From an optimization exercise on the open Yosys and OpenROAD flow, aimed at small area; shortcuts taken in it are not production practice.
In this exercise RTL edits were held to simulation tests only and were not proved equivalent to the original.
No activity file was given, so power comes from the tool's default toggle rates.

## the baseline
==> flow/design.v (excerpt) <==
module regfile_scoreboard
#(
  parameter int DATA_W   = regfile_scoreboard_pkg::DATA_W_DEF,
  parameter int ADDR_W   = regfile_scoreboard_pkg::ADDR_W_DEF,
  parameter int ZERO_REG = 1
) (
  input  logic              clk,
  input  logic              rst_n,
  input  logic [ADDR_W-1:0] rd_addr1,
  input  logic [ADDR_W-1:0] rd_addr2,
  output logic [DATA_W-1:0] rd_data1,
  output logic [DATA_W-1:0] rd_data2,
  input  logic              wr_en,
  input  logic [ADDR_W-1:0] wr_addr,
  input  logic [DATA_W-1:0] wr_data,
  input  logic              iss_en,
  input  logic [ADDR_W-1:0] iss_addr,
  output logic              busy1,
  output logic              busy2,
  output logic              stall,
  output logic [ADDR_W:0]   pend_cnt
);
  localparam int DEPTH = 2 ** ADDR_W;
  localparam int LO    = (ZERO_REG != 0) ? regfile_scoreboard_pkg::ZERO_IDX + 1 : 0;
  localparam int NT    = DEPTH - LO + 1;
  localparam int NG    = (NT + 2) / 3;
  localparam int CW    = (ZERO_REG != 0) ? ADDR_W : ADDR_W + 1;
  logic [DEPTH-1:0]  wdec, rdec1, rdec2, idec;
  ...
Size in the first run: roughly 2700 cells after synthesis, ~130 I/O pins, ~0.043 sq mm of cells after synthesis.
clock: 7.5 ns
lec_check: 0
cap_margin: 20
core_margin: 2
core_utilization: 40
place_density: 0.6
slew_margin: 20
synth_hierarchical: 1
run.sh (not shown) runs the stock make flow with config.mk's settings and CLKGATE_MAP_FILE= SYNTH_SCRIPT=/design/flow/synth_recipe.tcl, a recipe that flattens the netlist after the stock synthesis.
The baseline | status: complete | timing, DRC, antenna: pass
Inputs modified between the baseline and the candidate:
# the baseline
export LEC_CHECK = 0
export CAP_MARGIN = 20
export CORE_MARGIN = 2
export CORE_UTILIZATION = 40
export PLACE_DENSITY = 0.6
export SLEW_MARGIN = 20
export SYNTH_HIERARCHICAL = 1
create_clock -name core_clock -period 7.5 [get_ports {clk}]
# the candidate
export LEC_CHECK = 0
export CAP_MARGIN = 20
export CORE_MARGIN = 2
export CORE_UTILIZATION = 40
export CTS_BUF_LIST = sky130_fd_sc_hd__clkbuf_4
export PLACE_DENSITY = 0.6
export SLEW_MARGIN = 20
export SYNTH_HIERARCHICAL = 1
create_clock -name core_clock -period 7.5 [get_ports {clk}]
### Flow results
When the final numbers for the baseline and the candidate were put side by side, the via count of the first global-routing pass turned out to be greater in the candidate.
Comparing count of clock buffers in the final design for the baseline and the candidate, the smaller number came from the baseline.
Compared with the baseline, the candidate shows a higher number of cells on the critical path.
Comparing the baseline and the candidate, the higher synthesis-to-layout area growth was measured on the baseline.
When the final numbers for the baseline and the candidate were put side by side, the static leakage turned out to be greater in the candidate.
Area fraction of clock buffers and clock inverters for the candidate: 0.51 points down relative to the baseline
The baseline was larger in final cell area than the candidate.

regfile_scoreboard, a different RTL version from the one above (not shown whole).
For scale: about 3600 cells after synthesis, ~1100 flip-flops.
export LEC_CHECK = 0
export CAP_MARGIN = 20
export CORE_MARGIN = 2
export CORE_UTILIZATION = 40
export PLACE_DENSITY = 0.75
export SETUP_SLACK_MARGIN = 0.5
export SLEW_MARGIN = 20
export SYNTH_HIERARCHICAL = 1
create_clock -name core_clock -period 7.5 [get_ports {clk}]
standard.sh (not shown) runs the stock make flow with config.mk's settings and CLKGATE_MAP_FILE= SYNTH_SCRIPT=/design/flow/synth_recipe.tcl, a recipe that flattens the netlist after the stock synthesis.
==> flow/flow/run.sh <==
#!/bin/bash
# Own layout flow: the standard ORFS flow (standard.sh) with two changes,
# passed to ORFS through its own environment variables:
#   - clock tree: no dummy loads, clkbuf_16 only, sink clusters of up to 25
#     flip-flops within 70 um (fewer, fuller leaf buffers)
#   - port buffers: every input and output port still gets a buffer, but the
#     plain buf_1 instead of a clkdlybuf4s50_1 delay cell
# The make output goes to flow_make.log in the work folder; each ORFS step
# writes its full log under orfs/logs/.
set -euo pipefail
export CTS_ARGS="-sink_clustering_enable -repair_clock_nets -dont_use_dummy_load -buf_list sky130_fd_sc_hd__clkbuf_16 -sink_clustering_size 25 -sink_clustering_max_diameter 70"
export BUFFER_PORTS_ARGS="-buffer_cell sky130_fd_sc_hd__buf_1"
bash standard.sh > flow_make.log 2>&1
Change:
--- a/flow/flow/run.sh
+++ b/flow/flow/run.sh
@@ -6,3 +6,3 @@
 #   - port buffers: every input and output port still gets a buffer, but the
-#     plain buf_1 instead of a clkdlybuf4s50_1 delay cell
+#     plain buf_2 instead of a clkdlybuf4s50_1 delay cell
 # The make output goes to flow_make.log in the work folder; each ORFS step
@@ -11,3 +11,3 @@
 export CTS_ARGS="-sink_clustering_enable -repair_clock_nets -dont_use_dummy_load -buf_list sky130_fd_sc_hd__clkbuf_16 -sink_clustering_size 25 -sink_clustering_max_diameter 70"
-export BUFFER_PORTS_ARGS="-buffer_cell sky130_fd_sc_hd__buf_1"
+export BUFFER_PORTS_ARGS="-buffer_cell sky130_fd_sc_hd__buf_2"
 bash standard.sh > flow_make.log 2>&1
Clock-buffer cell count rose by 1. Cell area is about the same. Final cell count fell by 0.36%. Worst hold slack loses 3.7 ps. Total power stays flat. Via count fell by 1.1%. Fmax rose by 2.5%. Global-route usage fell by 0.80 points. Setup slack gains 170 ps.
Change:
==> flow/flow/run.sh (replaced) <==
#!/bin/bash
# Own layout flow: the standard ORFS flow (standard.sh) with two changes,
# passed to ORFS through its own environment variables:
#   - clock tree: no dummy loads, clkbuf_16 only, sink clusters of up to 30
#     flip-flops within 80 um (fewer, fuller leaf buffers)
#   - port buffers: every input and output port still gets a buffer, but the
#     plain buf_1 instead of a clkdlybuf4s50_1 delay cell
# The make output goes to flow_make.log in the work folder; each ORFS step
# writes its full log under orfs/logs/.
set -euo pipefail
export CTS_ARGS="-sink_clustering_enable -repair_clock_nets -dont_use_dummy_load -buf_list sky130_fd_sc_hd__clkbuf_16 -sink_clustering_size 30 -sink_clustering_max_diameter 80"
export BUFFER_PORTS_ARGS="-buffer_cell sky130_fd_sc_hd__buf_1"
bash standard.sh > flow_make.log 2>&1
Settings changed: PLACE_DENSITY 0.75 to 0.6.
=> Utilization is about the same. Worst setup slack is worse by 74 ps. Non-clock buffer count increases by 28. Area after synthesis stays the same. Power decreases by 1.0%. Wire length increases by 9.5%. Global-route usage increases by 3.7 points. Worst hold slack hardly moves. Final area stays flat. Critical path depth stays the same. Clock-buffer cell count decreases by 8.

[what the ideal ports hide]
Ports are ideal in the flow. The routed layouts listed here were re-timed in OpenROAD.
Step 1 assumes that a clkbuf_16 drives the clock port and a buf_2 every other input.
Step 2 times the ports against the registers' clock, not the clock port: input delays grow and output delays shrink by t, the midpoint of the rising clock arrivals with the driver on.
a / b / c = ideal ports / drivers / drivers and shift; a / b = the first two.
run | t, ns | setup WS [ns] | latest minus earliest clock arrival (ns) | pins driven straight from the clock port
the baseline | 0.752 | 0.143 / 0.116 / 0.116 | 0.037 / 0.037 | 1
the candidate | 1.221 | 0.182 / 0.146 / 0.146 | 0.119 / 0.119 | 1
the first run of note 2 | 0.725 | 0.436 / 0.368 / 0.368 | 0.107 / 0.107 | 1
the second run of note 2 | 0.712 | 0.607 / 0.489 / 0.489 | 0.147 / 0.147 | 1
the third run of note 2 | 0.730 | 0.533 / 0.492 / 0.492 | 0.083 / 0.083 | 1
After both steps every run listed still meets setup and hold. For the second run of note 2, which loses most, drivers alone change the setup slack by -0.118 ns; drivers and shift together by -0.118 ns.
